This design comes from an exercise in tuning for small area, a short achievable clock period and few clock cycles on the open sky130 flow, not from production work. In this exercise RTL edits were held to simulation tests only and were not proved equivalent to the original. No activity file was given, so power comes from the tool's default toggle rates.

==> flow/design.v <==
module rs_serial #(
    parameter int unsigned COORD_BITS = 16
) (
    input  logic                       i_clk,
    input  logic                       i_rst_n,
    input  logic                       i_load,
    input  logic [3:0]                 i_mask,
    input  logic [3:0][COORD_BITS-1:0] i_x,
    input  logic [3:0][COORD_BITS-1:0] i_y,
    input  logic [3:0][COORD_BITS-1:0] i_width,
    input  logic [3:0][COORD_BITS-1:0] i_height,
    input  logic [3:0][2:0]            i_side,
    output logic                       o_free,
    output logic                       o_valid,
    input  logic                       i_ready,
    output logic [COORD_BITS-1:0]      o_x,
    output logic [COORD_BITS-1:0]      o_y,
    output logic [COORD_BITS-1:0]      o_width,
    output logic [COORD_BITS-1:0]      o_height,
    output logic [2:0]                 o_side,
    output logic                       o_last
);
    logic [3:0]                 r_mask;
    logic [3:0][COORD_BITS-1:0] r_x;
    logic [3:0][COORD_BITS-1:0] r_y;
    logic [3:0][COORD_BITS-1:0] r_width;
    logic [3:0][COORD_BITS-1:0] r_height;
    logic [3:0][2:0]            r_side;
    logic [1:0] sel;
    logic [3:0] n_mask;
    logic       last;
    logic       accept;
    always_comb begin
        if (r_mask[0]) begin
            sel = 2'd0;
        end else if (r_mask[1]) begin
            sel = 2'd1;
        end else if (r_mask[2]) begin
            sel = 2'd2;
        end else begin
            sel = 2'd3;
        end
    end
    assign n_mask = r_mask & ~(4'b0001 << sel);
    assign last   = (n_mask == 4'b0000);
    assign accept = o_valid && i_ready;
    assign o_free = (r_mask == 4'b0000) || (accept && last);
    assign o_valid  = (r_mask != 4'b0000);
    assign o_x      = r_x[sel];
    assign o_y      = r_y[sel];
    assign o_width  = r_width[sel];
    assign o_height = r_height[sel];
    assign o_side   = r_side[sel];
    assign o_last   = last;
    always_ff @(posedge i_clk) begin
        if (!i_rst_n) begin
            r_mask <= 4'b0000;
        end else if (i_load) begin
            r_mask <= i_mask;
        end else if (accept) begin
            r_mask <= n_mask;
        end
    end
    always_ff @(posedge i_clk) begin
        if (i_load) begin
            r_x      <= i_x;
            r_y      <= i_y;
            r_width  <= i_width;
            r_height <= i_height;
            r_side   <= i_side;
        end
    end
endmodule
module rectangle_subtract (
    input  logic        i_clk,
    input  logic        i_rst_n,
    input  logic        i_rect_valid,
    output logic        o_rect_ready,
    input  logic [15:0] i_rect_x,
    input  logic [15:0] i_rect_y,
    input  logic [15:0] i_rect_width,
    input  logic [15:0] i_rect_height,
    input  logic        i_cfg_valid,
    output logic        o_cfg_ready,
    input  logic [1:0]  i_cfg_index,
    input  logic [15:0] i_cfg_data,
    output logic        o_piece_valid,
    input  logic        i_piece_ready,
    output logic [15:0] o_piece_x,
    output logic [15:0] o_piece_y,
    output logic [15:0] o_piece_width,
    output logic [15:0] o_piece_height,
    output logic [2:0]  o_piece_side,
    output logic        o_piece_last
);
    localparam int unsigned COORD_BITS = 16;
    localparam int unsigned W = COORD_BITS;
    localparam int unsigned E = COORD_BITS + 1;
    localparam logic [1:0] REG_CUT_X      = 2'd0;
    localparam logic [1:0] REG_CUT_Y      = 2'd1;
    localparam logic [1:0] REG_CUT_WIDTH  = 2'd2;
    localparam logic [1:0] REG_CUT_HEIGHT = 2'd3;
    localparam logic [2:0] SIDE_WHOLE  = 3'd0;
    localparam logic [2:0] SIDE_TOP    = 3'd1;
    localparam logic [2:0] SIDE_BOTTOM = 3'd2;
    localparam logic [2:0] SIDE_LEFT   = 3'd3;
    localparam logic [2:0] SIDE_RIGHT  = 3'd4;
    logic [W-1:0] r_cut_x, r_cut_y, r_cut_w, r_cut_h;
    logic         r_v1;
    logic [W-1:0] r1_rx, r1_ry, r1_rw, r1_rh;
    logic [E-1:0] r1_rright, r1_rbot, r1_cright, r1_cbot;
    logic         r_v2;
    logic [W-1:0] r2_rx, r2_ry, r2_rw, r2_rh;
    logic [E-1:0] r2_rright, r2_rbot, r2_cright, r2_cbot;
    logic         r2_contain, r2_nolap, r2_top, r2_bot, r2_left, r2_right;
    logic [W-1:0] r2_ytop;
    logic [E-1:0] r2_ybot;
    logic            r_v3;
    logic [3:0]      r3_mask;
    logic [3:0][W-1:0] r3_x;
    logic [3:0][W-1:0] r3_y;
    logic [3:0][W-1:0] r3_w;
    logic [3:0][W-1:0] r3_h;
    logic [3:0][2:0]   r3_side;
    logic ld1, ld2, ld3, ser_free, ser_load;
    logic [3:0]        n_mask;
    logic [3:0][W-1:0] n_x;
    logic [3:0][W-1:0] n_y;
    logic [3:0][W-1:0] n_w;
    logic [3:0][W-1:0] n_h;
    logic [3:0][2:0]   n_side;
    logic [E-1:0]      side_diff;
    logic              side_pos;
    assign o_cfg_ready = 1'b1;
    always_ff @(posedge i_clk) begin
        if (!i_rst_n) begin
            r_cut_x <= '0;
            r_cut_y <= '0;
            r_cut_w <= '0;
            r_cut_h <= '0;
        end else if (i_cfg_valid) begin
            case (i_cfg_index)
                REG_CUT_X:      r_cut_x <= i_cfg_data;
                REG_CUT_Y:      r_cut_y <= i_cfg_data;
                REG_CUT_WIDTH:  r_cut_w <= i_cfg_data;
                REG_CUT_HEIGHT: r_cut_h <= i_cfg_data;
                default: ;
            endcase
        end
    end
    assign ser_load     = r_v3 && ser_free;
    assign ld3          = !r_v3 || ser_free;
    assign ld2          = !r_v2 || ld3;
    assign ld1          = !r_v1 || ld2;
    assign o_rect_ready = ld1;
    always_ff @(posedge i_clk) begin
        if (!i_rst_n) begin
            r_v1 <= 1'b0;
            r_v2 <= 1'b0;
            r_v3 <= 1'b0;
        end else begin
            if (ld1) begin
                r_v1 <= i_rect_valid;
            end
            if (ld2) begin
                r_v2 <= r_v1;
            end
            if (ld3) begin
                r_v3 <= r_v2;
            end
        end
    end
    always_ff @(posedge i_clk) begin
        if (ld1) begin
            r1_rx     <= i_rect_x;
            r1_ry     <= i_rect_y;
            r1_rw     <= i_rect_width;
            r1_rh     <= i_rect_height;
            r1_rright <= {1'b0, i_rect_x} + {1'b0, i_rect_width};
            r1_rbot   <= {1'b0, i_rect_y} + {1'b0, i_rect_height};
            r1_cright <= {1'b0, r_cut_x} + {1'b0, r_cut_w};
            r1_cbot   <= {1'b0, r_cut_y} + {1'b0, r_cut_h};
        end
    end
    always_ff @(posedge i_clk) begin
        if (ld2) begin
            r2_rx      <= r1_rx;
            r2_ry      <= r1_ry;
            r2_rw      <= r1_rw;
            r2_rh      <= r1_rh;
            r2_rright  <= r1_rright;
            r2_rbot    <= r1_rbot;
            r2_cright  <= r1_cright;
            r2_cbot    <= r1_cbot;
            r2_contain <= (r1_rx >= r_cut_x) && (r1_ry >= r_cut_y)
                          && (r1_rright <= r1_cright) && (r1_rbot <= r1_cbot);
            r2_nolap   <= (r1_rright <= {1'b0, r_cut_x}) || (r1_rbot <= {1'b0, r_cut_y})
                          || ({1'b0, r1_rx} >= r1_cright) || ({1'b0, r1_ry} >= r1_cbot);
            r2_top     <= (r_cut_y > r1_ry);
            r2_bot     <= (r1_rbot > r1_cbot);
            r2_left    <= (r_cut_x > r1_rx);
            r2_right   <= (r1_rright > r1_cright);
            r2_ytop    <= (r_cut_y > r1_ry) ? r_cut_y : r1_ry;
            r2_ybot    <= (r1_cbot < r1_rbot) ? r1_cbot : r1_rbot;
        end
    end
    assign side_diff = r2_ybot - {1'b0, r2_ytop};
    assign side_pos  = (r2_ybot > {1'b0, r2_ytop});
    always_comb begin
        n_x[1]    = r2_rx;
        n_y[1]    = r2_cbot[W-1:0];
        n_w[1]    = r2_rw;
        n_h[1]    = W'(r2_rbot - r2_cbot);
        n_side[1] = SIDE_BOTTOM;
        n_x[2]    = r2_rx;
        n_y[2]    = r2_ytop;
        n_w[2]    = r_cut_x - r2_rx;
        n_h[2]    = side_diff[W-1:0];
        n_side[2] = SIDE_LEFT;
        n_x[3]    = r2_cright[W-1:0];
        n_y[3]    = r2_ytop;
        n_w[3]    = W'(r2_rright - r2_cright);
        n_h[3]    = side_diff[W-1:0];
        n_side[3] = SIDE_RIGHT;
        n_x[0]    = r2_rx;
        n_y[0]    = r2_ry;
        n_w[0]    = r2_rw;
        if (r2_contain) begin
            n_mask    = 4'b0000;
            n_h[0]    = r2_rh;
            n_side[0] = SIDE_WHOLE;
        end else if (r2_nolap) begin
            n_mask    = 4'b0001;
            n_h[0]    = r2_rh;
            n_side[0] = SIDE_WHOLE;
        end else begin
            n_mask    = {r2_right && side_pos, r2_left && side_pos, r2_bot, r2_top};
            n_h[0]    = r_cut_y - r2_ry;
            n_side[0] = SIDE_TOP;
        end
    end
    always_ff @(posedge i_clk) begin
        if (ld3) begin
            r3_mask <= n_mask;
            r3_x    <= n_x;
            r3_y    <= n_y;
            r3_w    <= n_w;
            r3_h    <= n_h;
            r3_side <= n_side;
        end
    end
    rs_serial #(
        .COORD_BITS (COORD_BITS)
    ) u_rs_serial (
        .i_clk    (i_clk),
        .i_rst_n  (i_rst_n),
        .i_load   (ser_load),
        .i_mask   (r3_mask),
        .i_x      (r3_x),
        .i_y      (r3_y),
        .i_width  (r3_w),
        .i_height (r3_h),
        .i_side   (r3_side),
        .o_free   (ser_free),
        .o_valid  (o_piece_valid),
        .i_ready  (i_piece_ready),
        .o_x      (o_piece_x),
        .o_y      (o_piece_y),
        .o_width  (o_piece_width),
        .o_height (o_piece_height),
        .o_side   (o_piece_side),
        .o_last   (o_piece_last)
    );
endmodule
==> flow/run.sh <==
#!/bin/bash
# synth_recipe.tcl (not shown) runs the flow's synth.tcl, then flattens the netlist and writes it again
# the make line also repeats each setting of config.mk as NAME=value (left out here)
make -C /OpenROAD-flow-scripts/flow DESIGN_CONFIG=/design/flow/config.mk WORK_HOME=/design/flow/orfs CLKGATE_MAP_FILE= SYNTH_SCRIPT=/design/flow/synth_recipe.tcl finish
==> flow/config.mk <==
export PLATFORM = sky130hd
export DESIGN_NAME = rectangle_subtract
export DESIGN_NICKNAME = rectangle_subtract
export VERILOG_FILES = /design/flow/design.v
export SDC_FILE = /design/flow/constraint.sdc
export NUM_CORES = 4
export LEC_CHECK = 0
export CAP_MARGIN = 20
export CORE_MARGIN = 2
export CORE_UTILIZATION = 40
export SLEW_MARGIN = 20
==> flow/constraint.sdc <==
create_clock -name core_clock -period 5.0 [get_ports {i_clk}]
set_input_delay 1.0000 -clock core_clock [delete_from_list [all_inputs] [get_ports {i_clk}]]
set_output_delay 1.0000 -clock core_clock [all_outputs]
set_load 0.01 [all_outputs]
==> notes.md <==
## cell families after synthesis
family	Yosys count
buffers and inverters	307
other	1
adder cells (fa/ha/maj)	282
flip-flops	728
AND/OR/NAND/NOR	554
multiplexers	99
AO/OA/AOI/OAI	538
XOR/XNOR	116
## worst reg2reg max path, stage by stage (launching register included)
cell and delay [ps]:
dfxtp_2 360, inv_1 50, a21oi_1 230, inv_1 120
ha_1 220, nand2b_1 160, a41oi_1 460, and3_1 500
clkinvlp_4 750, buf_4 510
## power by group
group	switching, mW	leakage, nW	total, mW	internal, mW
Combinational	1.14	6.89	2.02	0.874
Clock	2.38	1.21	5.55	3.17
Sequential	0.377	7.44	7.75	7.37
Total	3.90	15.5	15.3	11.4
## area by class of cell
type	count	area, um2
Fill cell	7464	44300
Tap cell	1134	1420
Clock buffer	101	2110
Multi-Input combinational cell	1590	11700
Timing Repair Buffer	173	1760
Inverter	260	983
Sequential cell	728	21200
Clock inverter	38	377
## placed cells by master, fill, tap and decap left out, drive strengths merged, types with 71 or more instances in the layout
master and count:
clkdlybuf4s50 155, nor2 98, mux2i 82, xnor2 90, edfxtp 657, nand2 262, a21oi 124, inv 261
o21ai 153, dfxtp 71, ha 273, clkbuf 101
## state kept, by name, indices dropped and copies added, names as in the netlist, 17 cells and up
register / flops
r1_cright: 17
u_rs_serial.r_x: 32
r3_x: 32
u_rs_serial.r_height: 48
r3_h: 48
u_rs_serial.r_y: 48
r1_rbot: 17
r1_cbot: 17
u_rs_serial.r_width: 48
r3_y: 48
r2_ybot: 17
r3_w: 48
r1_rright: 17
## routing by layer
layer	vias to the layer above	GRT usage	routed length [um]
met4	0	0.0474	1610
met3	98	0.0341	5260
met1	10200	0.300	42000
met2	574	0.286	35500
li1	10000	-	-
met5	-	0	0
## per-stage QoR
stage	power, mW	setup WS [ps]
after global placement	9.79	1000
after detailed placement	9.87	915
after CTS	15.4	569
final	15.3	578
after global routing	16.0	442
after floorplan	9.00	27.8
## how the worst max path moves through the flow
stage / end / slack, ps / depth (start not counted)
after CTS: o_rect_ready / 570 / 9
final: o_rect_ready / 580 / 9
after global placement: o_rect_ready / 1000 / 5
after floorplan: r3_h[0] / 30 / 9
after global routing: o_rect_ready / 440 / 9
after detailed placement: o_rect_ready / 920 / 5
==> qor.yml <==
outcome:
  outcome: "finished clean"
floorplanning:
  std_cell_rows: 106
  ios: 158
  dieArea_um2: 87300
  start_util: 0.405
  die_h_um: 295
  die_w_um: 295
  core_um2: 83800
clocking:
  clock_sinks: 728
  clkSlewWorstSetupHoldPaths_ps: 60
  clock_path_buffers: 3
  clkLatencyLatePin_ps: 650
  cts-root-buf: "clkbuf_16"
  cts_setup_buffers: 0
  cts.htree.levels: 3
  cts_made_buffers: 78
  cts.hold.buffers_added: 0
  cts_repair_resize_count: 0
  cts_tree: "yes"
synthesis:
  async_flop_share: 0
  syn-num-nets: 2994
  synthFlopType: "edfxtp_1"
  synth.yosys.seq_area_share: 0.622
  synth_top_family_by_area: "adder cells"
  synth_fa_ha_area_frac: 0.106
  synth.most_common_cell: "edfxtp_1"
  synth_warnings: 2
  syn_avg_cell_area_um2: 12.9
  synth_xor_area_frac: 0.0299
  ys_ff_latch: 728
  synth_common_cells: "edfxtp_1 (657), ha_1 (273), nand2_1 (262), inv_1 (258), o21ai_0 (152)"
  ys_types: 73
  netlist.area_leader.share: 0.581
  syn_inst: 2625
  synth_compound_area_frac: 0.101
  synthSimpleGateAreaFrac: 0.0760
  yosys-top-cells-area: "edfxtp_1 (58%), ha_1 (10%), dfxtp_1 (4.2%)"
  synth_top_area_cell: "edfxtp_1"
  synthMuxAreaShare: 0.0298
  synth_edf_count: 657
  synth_area_um2: 34000
timing:
  relSlewSlack: 0.288
  fin_crit_sh: 0.884
  hold_viol: 0
  drv_slew: 0
  finalSetupTns_ps: 0
  tightest_slew_ps: 1060
  fin_crit_ps: 4420
  finClkSkew_ps: 39.6
  rsz0062_at_grt: "no"
  setup_viol: 0
  hold_ws_ps: 394
  max_freq_ghz: 0.226
drt:
  route.detailed.wl_per_inst_um: 21.0
  drc_errors: 0
  ant_nets: 0
  finalWirelength_um: 84400
  vias_per_cell: 5.18
  drt-pass1-iter-count: 6
  first_iter_violations: 1982
  num_vias: 20900
power:
  powerDensity_nw_per_um2: 388
  ir_drop_uv: 219
  leakagePower_nw: 15.5
critical_path:
  reg2reg_setup_slack_ps: 1340
  r2r-end: "r2_rh[2]"
  cp_top_family: "simple AND/OR/NAND/NOR gates"
  cp-start-kind: "flip-flop"
  critPathMostFrequentCell: "inv_1"
  worstRegToRegCells: 9
  worst_path_max_delay_cell: "clkdlybuf4s50_1"
  criticalPathCategory: "reg -> out"
  crit_arrival_ps: 3420
  startpoint: "u_rs_serial.r_mask[1]"
  cp_num_buf_inv: 3
  crit_chain: "inv_1, a21oi_1, inv_1, ha_1, nand2b_1, a41oi_1, and3_1, nand2_8, clkdlybuf4s50_1"
  worstPathMaxFanout: 7
  cpPeakStageDelay_ps: 520
  cp.required_ps: 4000
  r2r_start: "u_rs_serial.r_mask[1]"
  critPathCaptureType: "output port"
cells_and_area:
  fin_util: 0.471
  fin_area_um2: 39500
  area_delta_synth_final_pct: 16.2
  fin_nets: 3200
  final_cells: 4024
  drive_gt1_frac: 0.0623
  antennaDiodeCount: 0
place:
  hpwl_um: 64800
  io_buffers: 156
  placedCellCount: 3885
  postPlaceCellArea_um2: 37000
  gp_congestion: 0.890
grt:
  grt_usage: 0.195
  grt_pass1_wl_um: 127000
  antenna_found_initial: 0
  grt_max_degree: 182
  grt_pass1_vias: 20700
  grt.overflow.total: 0
hold_path:
  min_to: "u_rs_serial.r_x[62]"
  hp-start: "r3_x[62]"
  whs_path_depth: 0
  hold_class: "reg -> reg"
flow_run:
  maxCapViolCount: 0
Testbench counts, summed over its fixed seeds: cycles 25,185.

-- port drivers added, routing unchanged --
The results above use ideal ports. As a check the final layout listed here was re-extracted and re-timed, cells and wires unchanged. Step 1, drivers: a clkbuf_16 drives i_clk and a buf_2 each remaining input, both assumed. Step 2 also shifts input and output timing later by t, the mid clock arrival at the registers, as if the neighbouring blocks saw the same clock. a / b / c = ideal / step 1 / step 2; a / b = the first two.
t, ns: 0.690
slack for setup (ns): 0.578 / 0.514 / 0.861
clock arrival spread, ns: 0.042 / 0.042
worst register clock-pin slew, ns: 0.06 / 0.06
After both steps this run still meets setup and hold. The setup slack of this run moves by -0.064 ns with the drivers and by +0.283 ns with both steps.
